This is an optimization exercise on Yosys and OpenROAD, whose aim is small area, not a production implementation.
RTL that was checked went through simulation tests only; none was proved equivalent to the original.
The RTL of run 2 was laid out without a check of its function.
Power is estimated from default activity; no workload was simulated.

==> flow/standard.sh <==
#!/bin/bash
# synth_recipe.tcl (not shown) runs the flow's synth.tcl, then flattens the netlist and writes it again
# the make line also repeats each setting of config.mk as NAME=value (left out here)
make -C /OpenROAD-flow-scripts/flow DESIGN_CONFIG=/design/flow/config.mk WORK_HOME=/design/flow/orfs CLKGATE_MAP_FILE= SYNTH_SCRIPT=/design/flow/synth_recipe.tcl "${@:-finish}"
==> flow/config.mk <==
export PLATFORM = sky130hd
export DESIGN_NAME = memory_system
export DESIGN_NICKNAME = memory_system
export VERILOG_FILES = /design/flow/design.v
export SDC_FILE = /design/flow/constraint.sdc
export NUM_CORES = 4
export LEC_CHECK = 0
export CAP_MARGIN = 20
export CORE_MARGIN = 2
export CORE_UTILIZATION = 60
export PLACE_DENSITY = 0.72
export SLEW_MARGIN = 20
export SYNTH_HIERARCHICAL = 1
==> flow/constraint.sdc <==
create_clock -name core_clock -period 5.0 [get_ports {Clk}]
set_input_delay 1.0000 -clock core_clock [delete_from_list [all_inputs] [get_ports {Clk}]]
set_output_delay 1.0000 -clock core_clock [all_outputs]
set_load 0.01 [all_outputs]
==> flow/design.v <==
module memory_system (
  input  logic         Clk,
  input  logic         Reset,
  input  logic [7:0]   address,
  input  logic [7:0]   data_in,
  input  logic         write,
  output logic [7:0]   from_memory,
  input  logic [127:0] port_in,
  output logic [127:0] port_out,
  input  logic         ld_start,
  input  logic         ld_valid,
  input  logic [7:0]   ld_data,
  input  logic         ld_last,
  output logic         ld_ready,
  output logic         ld_done,
  output logic         cpu_hold
);
  logic [7:0]   rom [128];
  logic [7:0]   ram [96];
  logic [127:0] port_out_q;
  logic [127:0] sync0, sync1;
  logic [1:0]   sync_ok;
  logic         s_load, s_done;
  logic [6:0]   ld_ptr;
  logic         rom_wr;
  assign port_out = port_out_q;
  assign ld_ready = s_load;
  assign ld_done  = s_done;
  assign cpu_hold = s_load | s_done;
  assign rom_wr   = s_load & ld_valid;
  logic [7:0] bytes [256];
  always_comb begin
    for (int i = 0; i < 128; i++) bytes[i]       = rom[i];
    for (int i = 0; i < 96; i++)  bytes[128 + i] = ram[i];
    for (int i = 0; i < 16; i++)  bytes[224 + i] = port_out_q[8*i +: 8];
    for (int i = 0; i < 16; i++)  bytes[240 + i] = sync1[8*i +: 8];
  end
  logic [7:0]  rd_data;
  logic [15:0] lo_sel, hi_sel;
  always_comb begin
    for (int i = 0; i < 16; i++) begin
      lo_sel[i] = address[3:0] == 4'(i);
      hi_sel[i] = address[7:4] == 4'(i);
    end
    hi_sel[15] = hi_sel[15] & sync_ok[1];
  end
  logic [15:0] grp_n [8];
  for (genvar b = 0; b < 8; b++) begin : g_rdbit
    for (genvar g = 0; g < 16; g++) begin : g_rdgrp
      logic [15:0] d;
      for (genvar i = 0; i < 16; i++) begin : g_d
        assign d[i] = bytes[16*g + i][b];
      end
      memsys_rdgroup u_g (.sel(lo_sel), .d(d), .hsel(hi_sel[g]), .y_n(grp_n[b][g]));
    end
    assign rd_data[b] = ~&grp_n[b];
  end
  logic [127:0] rom_en, rom_en_n;
  logic [95:0]  ram_en, ram_en_n;
  logic [15:0]  out_en, out_en_n;
  always_comb begin
    for (int i = 0; i < 128; i++) begin
      rom_en[i]   = rom_wr && ld_ptr == 7'(i);
      rom_en_n[i] = !rom_en[i];
    end
    for (int i = 0; i < 96; i++) begin
      ram_en[i]   = write && hi_sel[8 + i/16] && lo_sel[i%16];
      ram_en_n[i] = !ram_en[i];
    end
    for (int i = 0; i < 16; i++) begin
      out_en[i]   = write && hi_sel[14] && lo_sel[i];
      out_en_n[i] = !out_en[i];
    end
  end
  for (genvar i = 0; i < 128; i++) begin : g_rom
    memsys_byte u_b (.Clk(Clk), .d(ld_data), .en(rom_en[i]), .en_n(rom_en_n[i]), .q(rom[i]));
  end
  for (genvar i = 0; i < 96; i++) begin : g_ram
    memsys_byte u_b (.Clk(Clk), .d(data_in), .en(ram_en[i]), .en_n(ram_en_n[i]), .q(ram[i]));
  end
  for (genvar i = 0; i < 16; i++) begin : g_out
    memsys_byte_r u_b (.Clk(Clk), .Reset(Reset), .d(data_in), .en(out_en[i]), .en_n(out_en_n[i]),
                       .q(port_out_q[8*i +: 8]));
  end
  always_ff @(posedge Clk or negedge Reset) begin
    if (!Reset) begin
      from_memory <= 8'h00;
      sync_ok     <= 2'b00;
      s_load      <= 1'b0;
      s_done      <= 1'b0;
    end else begin
      from_memory <= rd_data;
      sync_ok <= {sync_ok[0], 1'b1};
      s_load  <= s_load ? !(ld_valid && (ld_last || ld_ptr == 7'd127)) : (!s_done && ld_start);
      s_done  <= s_load && ld_valid && (ld_last || ld_ptr == 7'd127);
    end
  end
  always_ff @(posedge Clk) begin
    sync0 <= port_in;
    sync1 <= sync0;
    ld_ptr <= s_load ? ld_ptr + 7'(ld_valid) : 7'd0;
  end
endmodule
module memsys_byte (
  input  logic       Clk,
  input  logic [7:0] d,
  input  logic       en,
  input  logic       en_n,
  output logic [7:0] q
);
  always_ff @(posedge Clk) begin
    q <= (q & {8{en_n}}) | (d & {8{en}});
  end
endmodule
module memsys_byte_r (
  input  logic       Clk,
  input  logic       Reset,
  input  logic [7:0] d,
  input  logic       en,
  input  logic       en_n,
  output logic [7:0] q
);
  always_ff @(posedge Clk or negedge Reset) begin
    if (!Reset) q <= 8'h00;
    else        q <= (q & {8{en_n}}) | (d & {8{en}});
  end
endmodule
module memsys_rdgroup (
  input  logic [15:0] sel,
  input  logic [15:0] d,
  input  logic        hsel,
  output logic        y_n
);
  logic [5:0] t_n;
  logic       u, v;
  for (genvar k = 0; k < 5; k++) begin : g_aoi
    memsys_aoi222 u_a (.a(sel[3*k +: 3]), .b(d[3*k +: 3]), .y(t_n[k]));
  end
  assign t_n[5] = ~(sel[15] & d[15]);
  memsys_nand3 u_u (.a(t_n[2:0]), .y(u));
  memsys_nand3 u_v (.a(t_n[5:3]), .y(v));
  assign y_n    = ~((u | v) & hsel);
endmodule
module memsys_aoi222 (
  input  logic [2:0] a,
  input  logic [2:0] b,
  output logic       y
);
  assign y = ~((a[0] & b[0]) | (a[1] & b[1]) | (a[2] & b[2]));
endmodule
module memsys_nand3 (
  input  logic [2:0] a,
  output logic       y
);
  assign y = ~&a;
endmodule
==> flow/flow/run.sh <==
#!/bin/bash
# Own layout flow: the standard ORFS flow with smaller port buffers and a
# leaner clock tree (larger sink clusters, no dummy loads). Synthesis is the
# standard one, unchanged.
set -euo pipefail
CTS="-sink_clustering_enable -repair_clock_nets -dont_use_dummy_load"
CTS="$CTS -sink_clustering_size 16 -sink_clustering_max_diameter 60"
CTS="$CTS -buf_list sky130_fd_sc_hd__clkbuf_8"
bash standard.sh \
  "BUFFER_PORTS_ARGS=-buffer_cell sky130_fd_sc_hd__buf_1" \
  "CTS_ARGS=$CTS" \
  MATCH_CELL_FOOTPRINT=0 \
  finish > standard_flow.log 2>&1
==> results.txt, run 1 <==
Crit path arrival time=4.63 ns; CP max-delay cell=or4_1; Hold Slack=between 0.1 and 0.15 ns; initial antenna violation count=9; Crit path buffers/inverters=4; number of routed nets with antenna violations=0; layout cells sized above 1=5.57%; via count=between 60k and 70k; clk slew on worst S/H paths=roughly 0.1 ns; Post-synth ARST share=between 6 and 7%; HPWL after DPL=between 150 and 200 mm; slew margin rel.=22.3%; Netlist cell types=~50; TritonCTS Buffers=roughly 160; Leakage=slightly above 30 nW; clock sink total=roughly 2.2k; first-pass GRT wire length=380 mm; Wirelength per Cell=about 31 um; Post-Layout Inst Area=roughly 0.08 mm2; setup_tns=0 ns; CP Capture Type=flip-flop; CTS Buffer Depth=3; Setup CP Type=in -> reg; Congestion Overflow GR=0; Final Setup Violations=0; Req. time, crit path=slightly below 6 ns; post-synthesis sequential area ratio=between 50% and 60%; root buf cell=clkbuf_8; # fillers=10.3k; CP delay by family, top=simple AND/OR/NAND/NOR gates; die height=363 um; die extent in x=between 300 and 400 um; drt drc=0; Tmin final=roughly 3.8 ns; core footprint=0.128 mm2; worst slew pin tran=1.16 ns; crit-path cells=buf_1 -> and2b_1 -> nand2_1 -> inv_4 -> buf_12 -> buf_4 -> a222oi_1 -> nand3_1 -> o21ai_1 -> nand4_1 -> or4_1; Hold Buf Count CTS=1; pwr/cell area=around 360 mW/mm2; GPL Wtd Cong=0.978; post-CTS sizing=0; Yosys warning count=14; Clk Latency, worst-skew pair=0.94 ns; CP Max Fanout=34; Vias/cell=around 7.5; Die Footprint=~0.13 mm2; status=timing/DRC/antenna clean; DP Area=~0.078 mm2; Ports=297; RSZ-0062 raised after global routing=no; Final Util=~63%; CTS tree=done; pin count of the biggest net entering global routing=about 130; total routed wirelength=257 mm; Post-layout nets=6728; Yosys reg bits=between 2k and 2.5k; MaxCap Viol Count=0; number of global-route vias before repair=58.2k; EDFF count, synth=0; Hold Path Class=in -> reg; top_reg_cell synth=dfxtp_1; max-slew violations=0; Peak Freq=260 MHz; synthesis-to-finish area growth=3.81%; Hold Vio Cnt, Final=0; H-tree depth=4; PortBufs=296; max incr delay on CP=around 0.61 ns; placed cell count=between 8k and 9k; Total Routing Usage GR=37.6%; count of non-filler cells in the finished layout=8234; Tcrit/Tclk final=between 70% and 80%; # rows=roughly 130; Avg Synthesized Cell Area=roughly 12 um2; Iteration-0 DRC Markers=between 10k and 15k; postcts setup bufs=0; CP startpoint kind=primary input; Mapped Cells=between 6k and 7k; starting density of the core=about three fifths; storage element area=approximately 0.045 mm2; Post-Syn Area=0.0775 mm2; area taken by multi-input logic gates=0.0286 mm2; 1st-pass router iterations=13; VDD IR max=0.319 mV; clk_skew=0.0732 ns; syn nets=around 6.7k
[modules after synthesis, one instance, submodules excluded]
module,cell area (um2),cells inside
memsys_byte_r,287,18
memsys_rdgroup,8.76,2
memory_system,8870,1019
memsys_byte,246,18
memsys_aoi222,10.0,1
memsys_nand3,5.00,1
[synthesized netlist by cell type (4+ instances only)]
cell type     n  area share (%)
dfxtp_1    2055              53
a22o_1     1920              22
a222oi_1    640             8.3
nand2_1     400             1.9
nand3_1     272             1.8
nor2_1      271             1.3
buf_2       267             1.7
buf_6       240             3.5
dfrtp_1     140             4.5
o21ai_1     128            0.83
nand4_1      34            0.27
clkbuf_1     16           0.078
inv_2        12           0.058
buf_4         8           0.078
or4_1         8           0.078
nand2b_1      7           0.057
and2_1        6           0.048
nor2b_1       6           0.048
nor3_2        6           0.078
clkinv_1      4           0.019
nor3_1        4           0.026
[per-stage QoR]
stage	total power, mW	setup slack (ns)
after floorplan	19.9	0.391
after global placement	20.8	0.412
after detailed placement	20.9	0.398
after CTS	28.8	1.37
after global routing	29.7	1.23
final	28.9	1.16
[sequential cells by signal, indices dropped and copies added (netlist names)]
signal       cells
s_done           1
ld_ptr           7
g_rom.u_b.q   1024
sync1          128
s_load           1
sync_ok          2
sync0          128
from_memory      8
g_ram.u_b.q    768
g_out.u_b.q    128
[logic make-up (layout without fill, tap and decap cells)]
family | after synthesis | count (layout) | synth area share [%]
AND/OR/NAND/NOR | 1045 | 1045 | 5.98
other | 1 | 7 | 0.00484
buffers and inverters | 550 | 625 | 5.46
flip-flops | 2195 | 2195 | 57.6
adder cells (fa/ha/maj) | 2 | 2 | 0.0323
AO/OA/AOI/OAI | 2695 | 2695 | 30.9
XOR/XNOR | 3 | 3 | 0.0339
[layer usage]
layer,part of all wire [%],track usage (%),up-vias
li1,-,-,26200
met1,39,50.8,30300
met2,43,56.0,4331
met3,11,7.21,826
met4,6.8,22.7,10
met5,0.025,0,-
[worst reg2reg max path: stages (launching register included)]
cell and delay [ns]:
dfrtp_1 0.74, and4b_1 0.38, nand3_1 0.49, buf_4 0.42
nor2_1 0.64, a22o_1 0.24
[power by group]
part           internal [mW]  leakage [nW]  total, mW  switching, mW
clock                   2.89          1.16       8.31           5.43
combinational          0.737          10.6       1.86           1.12
sequential              18.2          18.6       18.7          0.486
[worst paths after layout]
path	slack, ns	depth (start not counted)	endpoint	startpoint
worst min-delay path	0.11	1	sync0[62]$_DFF_P_	port_in[62]
worst max-delay path	1.16	11	from_memory[7]$_DFF_PN0_	address[0]
min in group asynchronous	0.49	2	g_out[5].u_b.q[4]$_DFF_PN0_	Reset
max in group asynchronous	3.29	3	g_out[14].u_b.q[5]$_DFF_PN0_	Reset
worst min register to register	0.29	0	sync1[28]$_DFF_P_	sync0[28]$_DFF_P_
worst max register to register	2.06	5	g_rom[7].u_b.q[6]$_DFF_P_	s_load$_DFF_PN0_
[cell usage in the layout, fill, tap and decap left out, types with 3 or more instances in the layout]
cell type,instances
nor2b_1,6
buf_1,279
buf_4,117
nor2_1,266
inv_6,9
o21ai_1,128
a222oi_1,640
a22o_1,1920
nor2_2,8
nand3_1,272
nand4_1,34
nand2_1,400
clkbuf_4,16
diode_2,6
nor3_1,4
dfxtp_1,2055
clkbuf_8,161
nor3_2,4
and2_1,6
inv_4,4
clkinvlp_4,3
and3b_1,3
nand2b_1,7
buf_12,33
or4_1,8
dfrtp_1,140
[final cells by class]
type	count	share of cell area, %
antenna	6	0.0187
tap	1662	2.59
inverter	18	0.166
timing repair buffer	446	3.38
sequential	2195	55.5
multi-input combinational	3746	35.6
clock buffer	161	2.76
==> run 2, diff against run 1 <==
--- a/flow/design.v
+++ b/flow/design.v
@@ -36,23 +36,19 @@
     for (int i = 0; i < 16; i++)  bytes[240 + i] = sync1[8*i +: 8];
   end
-  logic [7:0]  rd_data;
-  logic [15:0] lo_sel, hi_sel;
+  logic [7:0]   rd_data;
+  logic [255:0] sel;
   always_comb begin
-    for (int i = 0; i < 16; i++) begin
-      lo_sel[i] = address[3:0] == 4'(i);
-      hi_sel[i] = address[7:4] == 4'(i);
+    for (int i = 0; i < 256; i++) sel[i] = address == 8'(i);
+    sel[255:240] = sel[255:240] & {16{sync_ok[1]}};
+  end
+  logic [85:0] t_n [8];
+  for (genvar b = 0; b < 8; b++) begin : g_rdbit
+    for (genvar k = 0; k < 85; k++) begin : g_aoi
+      memsys_aoi222 u_a (.a(sel[3*k +: 3]),
+                         .b({bytes[3*k + 2][b], bytes[3*k + 1][b], bytes[3*k][b]}),
+                         .y(t_n[b][k]));
     end
-    hi_sel[15] = hi_sel[15] & sync_ok[1];
-  end
-  logic [15:0] grp_n [8];
-  for (genvar b = 0; b < 8; b++) begin : g_rdbit
-    for (genvar g = 0; g < 16; g++) begin : g_rdgrp
-      logic [15:0] d;
-      for (genvar i = 0; i < 16; i++) begin : g_d
-        assign d[i] = bytes[16*g + i][b];
-      end
-      memsys_rdgroup u_g (.sel(lo_sel), .d(d), .hsel(hi_sel[g]), .y_n(grp_n[b][g]));
-    end
-    assign rd_data[b] = ~&grp_n[b];
+    assign t_n[b][85] = ~(sel[255] & bytes[255][b]);
+    assign rd_data[b] = ~&t_n[b];
   end
   logic [127:0] rom_en, rom_en_n;
@@ -65,9 +61,9 @@
     end
     for (int i = 0; i < 96; i++) begin
-      ram_en[i]   = write && hi_sel[8 + i/16] && lo_sel[i%16];
+      ram_en[i]   = write && address == 8'(128 + i);
       ram_en_n[i] = !ram_en[i];
     end
     for (int i = 0; i < 16; i++) begin
-      out_en[i]   = write && hi_sel[14] && lo_sel[i];
+      out_en[i]   = write && address == 8'(224 + i);
       out_en_n[i] = !out_en[i];
     end
@@ -126,20 +122,4 @@
   end
 endmodule
-module memsys_rdgroup (
-  input  logic [15:0] sel,
-  input  logic [15:0] d,
-  input  logic        hsel,
-  output logic        y_n
-);
-  logic [5:0] t_n;
-  logic       u, v;
-  for (genvar k = 0; k < 5; k++) begin : g_aoi
-    memsys_aoi222 u_a (.a(sel[3*k +: 3]), .b(d[3*k +: 3]), .y(t_n[k]));
-  end
-  assign t_n[5] = ~(sel[15] & d[15]);
-  memsys_nand3 u_u (.a(t_n[2:0]), .y(u));
-  memsys_nand3 u_v (.a(t_n[5:3]), .y(v));
-  assign y_n    = ~((u | v) & hsel);
-endmodule
 module memsys_aoi222 (
   input  logic [2:0] a,
@@ -149,8 +129,2 @@
   assign y = ~((a[0] & b[0]) | (a[1] & b[1]) | (a[2] & b[2]));
 endmodule
-module memsys_nand3 (
-  input  logic [2:0] a,
-  output logic       y
-);
-  assign y = ~&a;
-endmodule
==> results.txt, run 2 <==
status=timing/DRC/antenna clean (unchanged); Final Setup Violations=0 (unchanged); starting density of the core=60.3% (was 60.6%); MaxCap Viol Count=0 (unchanged); worst setup margin=0.545 ns (was 1.16 ns); root buf cell=clkbuf_8 (unchanged); number of global-route vias before repair=56.5k (was 58.2k); Crit path arrival time=5.23 ns (was 4.63 ns); Top Registers=g_rom.u_b.q (1024), g_ram.u_b.q (768) (unchanged); Tcrit/Tclk final=89.1% (was 76.8%); Netlist cell types=41 (was 51); Post-Syn Area=0.0777 mm2 (was 0.0775 mm2); DP Area=0.0783 mm2 (was 0.0782 mm2); Post-layout nets=6720 (was 6728); Mapped Cells=6519 (was 6491); postcts setup bufs=0 (unchanged); combinational power share=5.8% (was 6.4%); RR Startpoint=sync_ok[1]$_DFF_PN0_ (was s_load$_DFF_PN0_); Yosys top cell by area=dfxtp_1 (unchanged); setup_tns=0 ns (unchanged); Worst R2R End=from_memory[3]$_DFF_PN0_ (was g_rom[7].u_b.q[6]$_DFF_P_); number of flip-flops under the largest register name=1024 (unchanged); pin count of the biggest net entering global routing=129 (unchanged); VDD IR max=0.284 mV (was 0.319 mV); post-placement setup slack=-0.377 ns (was 0.398 ns); Post-synth ARST share=6.38% (unchanged); most used cell, CP=buf_4; synth cell count leaders=2055 x dfxtp_1, 1920 x a22o_1, 680 x a222oi_1 (was 2055 x dfxtp_1, 1920 x a22o_1, 640 x a222oi_1); Hold Vio Cnt, Final=0 (unchanged); 1st-pass router iterations=12 (was 13); RSZ-0062 raised after global routing=no (unchanged); Reg power frac=65.3% (was 64.8%); max layer used=met5 (unchanged); post-synthesis sequential area ratio=57.4% (was 57.6%); # rows=132 (was 131); Iteration-0 DRC Markers=11.6k (was 10.4k); met2 WL=110 mm (was 111 mm); most numerous cell in the Yosys netlist=dfxtp_1 (unchanged); crit-path cells=buf_1 -> nor2b_1 -> nand3_2 -> buf_4 -> nor2_1 -> a222oi_1 -> nand3_1 -> nor4_2 -> buf_4 -> o2111ai_1 -> or4_1 (was buf_1 -> and2b_1 -> nand2_1 -> inv_4 -> buf_12 -> buf_4 -> a222oi_1 -> nand3_1 -> o21ai_1 -> nand4_1 -> or4_1); Post-Layout Inst Area=0.0806 mm2 (was 0.0804 mm2); switching share of power=24.0% (was 24.4%); CP Max Fanout=22 (was 34); die height=364 um (was 363 um); Die Footprint=0.132 mm2 (about the same); Vias/cell=7.39 (was 7.49); drt drc=0 (unchanged); met3 WL=31.2 mm (was 29.5 mm); core footprint=0.129 mm2 (was 0.128 mm2); GPL Wtd Cong=1.02 (was 0.978); Yosys reg bits=2195 (unchanged); Area contributors post-synth=dfxtp_1 53%, a22o_1 22%, a222oi_1 8.8% (was dfxtp_1 53%, a22o_1 22%, a222oi_1 8.3%); internal reg-to-reg setup slack=1.10 ns (was 2.06 ns); Top reg by flops=g_rom.u_b.q (unchanged); EDFF count, synth=0 (unchanged); post-synth top area share=52.9% (was 53.1%); TritonCTS Buffers=162 (was 161); clock network power share=28.9% (was 28.8%); syn nets=6679 (was 6651); Avg Synthesized Cell Area=11.9 um2 (about the same); HPWL after DPL=178 mm (was 169 mm); post-CTS sizing=0 (unchanged); die extent in x=364 um (was 363 um); Total Routing Usage GR=38.0% (was 37.6%); Wirelength per Cell=31.5 um (was 31.2 um); hold endpoint=sync0[78]$_DFF_P_ (was sync0[62]$_DFF_P_); Internal Power=21.8 mW (about the same); Metal-1 WL=104 mm (was 98.9 mm); clock sink total=2195 (unchanged); commonest non-fill, non-tap cell in the layout=dfxtp_1 (unchanged); slew margin rel.=20.3% (was 22.3%); CP startpoint kind=primary input (unchanged); Setup CP Type=in -> reg (unchanged); Congestion Overflow GR=0 (unchanged); total chip power=28.7 mW (was 28.9 mW); Ports=297 (unchanged); CP Capture Type=flip-flop (unchanged); clk slew on worst S/H paths=0.11 ns (was 0.10 ns); Hold Buf Count CTS=0 (was 1); CTS tree=done (unchanged); reg2reg path depth=9 (was 5); Tmin final=4.45 ns (was 3.84 ns); Yosys warning count=15 (was 14); via count=61.4k (was 61.7k); placed cell count=8138 (was 8066); top_reg_cell synth=dfxtp_1 (unchanged); Clk Latency, worst-skew pair=0.94 ns (about the same); commonest non-fill, non-tap cells in the layout=2055 x dfxtp_1, 1920 x a22o_1, 680 x a222oi_1, 478 x nor2_1, 279 x buf_1 (was 2055 x dfxtp_1, 1920 x a22o_1, 640 x a222oi_1, 400 x nand2_1, 279 x buf_1); max incr delay on CP=0.69 ns (was 0.61 ns); PortBufs=296 (unchanged); Net Switching=6.89 mW (was 7.03 mW); Hold Path Class=in -> reg (unchanged); synthesis-to-finish area growth=3.64% (was 3.81%); layout cells sized above 1=5.67% (was 5.57%); worst slew pin tran=1.19 ns (was 1.16 ns); Peak Freq=224 MHz (was 260 MHz); hold path cells=1 (unchanged); max-slew violations=0 (unchanged); CP max-delay cell=nor4_2 (was or4_1); Leakage=30.0 nW (was 30.4 nW); count of non-filler cells in the finished layout=8307 (was 8234); CTS Buffer Depth=3 (unchanged); total routed wirelength=262 mm (was 257 mm); pwr/cell area=356 mW/mm2 (was 359 mW/mm2); first-pass GRT wire length=380 mm (about the same); Req. time, crit path=5.78 ns (was 5.79 ns); number of routed nets with antenna violations=0 (unchanged); clk_skew=0.0538 ns (was 0.0732 ns); CP startpoint=address[0] (unchanged); Hold Crit Start=port_in[78] (was port_in[62]); H-tree depth=4 (unchanged); initial antenna violation count=9 (unchanged)
## run 2: changes by cell type after synthesis, moves of 41 or more
cell / before / now
nand2_1: 400 / 191
nor2_1: 271 / 487
clkbuf_1: 16 / 65
o21ai_1: 128 / 0
nand4_1: 34 / 166
nor4_1: 0 / 41
nand3_1: 272 / 30
inv_1: 2 / 155
## run 2: layout make-up
cell class	count	area, um2
Antenna cell	7	17.5
Clock buffer	162	2230
Fill cell	10200	48400
Inverter	155	582
Multi-Input combinational cell	3595	28300
Sequential cell	2195	44600
Tap cell	1742	2180
Timing Repair Buffer	451	2600
## run 2: kinds of logic after synthesis
kind of cell    after synthesis  synth area share [%]
xor+xnor                      4                0.0451
fa+ha+maj                     2                0.0322
other cells                   1               0.00482
flops                      2195                  57.4
buf+inv                     729                  6.28
compound gates             2612                  30.5
simple gates                976                  5.71
## run 2: modules after synthesis (local to each module, per instance)
module	copies in the design	cell area, um2	flip-flops and latches	cells
memory_system	1	11100	275	1519
memsys_aoi222	680	10.0	0	1
memsys_byte	224	246	8	18
memsys_byte_r	16	287	8	18
## run 2: how the worst max path moves through the flow
stage | end | slack, ns | cells past startpoint
2_1_floorplan | from_memory[0]$_DFF_PN0_ | 1.47 | 10
3_3_place_gp | from_memory[1]$_DFF_PN0_ | -0.68 | 11
3_5_place_dp | from_memory[6]$_DFF_PN0_ | -0.38 | 11
4_1_cts | from_memory[6]$_DFF_PN0_ | 0.60 | 11
5_1_grt | from_memory[3]$_DFF_PN0_ | 0.56 | 11
6_report | from_memory[6]$_DFF_PN0_ | 0.55 | 11
## run 2: per-stage QoR
stage / util, % / hold slack, ns
5_1_grt: 62.5 / 0.122
2_1_floorplan: - / 0.310
3_3_place_gp: 60.7 / 0.309
6_report: 62.5 / 0.167
4_1_cts: 62.5 / 0.102
3_5_place_dp: 60.7 / 0.312
## run 2: power groups by stage
stage | Combinational, mW | Clock, mW | Sequential (mW)
after floorplan | 0.859 | 0 | 18.9
after global placement | 1.57 | 0 | 19.1
after detailed placement | 1.62 | 0 | 19.1
after CTS | 1.61 | 8.34 | 18.7
after global routing | 1.73 | 8.96 | 18.8
final | 1.66 | 8.30 | 18.7
## run 2: critical path, delay by kind of cell
family          cells  cell delay [ns]
simple gates        6             2.31
buf+inv             3             1.25
compound gates      2             0.62
## run 2: metal layers
metal	track usage, %	vias up
met5	0	-
met4	20.3	10
met3	8.23	766
met2	55.6	4318
met1	52.5	30000
li1	-	26200

afterwards: timing with drivers on the ports:
No port has a modelled driver above. Below, the same layouts with a new extraction and two added sets of constraints.
Step 1 (the two cells are an assumption about what drives the block):
set clk [get_ports {Clk}]
set_driving_cell -lib_cell sky130_fd_sc_hd__clkbuf_16 $clk
set_driving_cell -lib_cell sky130_fd_sc_hd__buf_2 [delete_from_list [all_inputs] $clk]
Step 2 also shifts input and output timing later by t, the mid clock arrival at the registers, as if the neighbouring blocks saw the same clock.
Three values: ideal ports, drivers, drivers and shift; two values: the first two.
| run | shift t [ns] | slack for setup (ns) | worst setup path at the end | worst data-port slew with drivers (ns) | cell pins on the clock port's net |
|---|---|---|---|---|---|
| run 1 | 0.993 | 1.160 / 1.178 / 0.185 | input to register | 0.11 | 1 |
| run 2 | 0.974 | 0.545 / 0.597 / -0.376 | input to register | 0.08 | 1 |
With both steps, setup timing fails in run 2, where it was met with ideal ports. For run 1, which loses most, drivers alone change the setup slack by +0.018 ns; drivers and shift together by -0.975 ns.
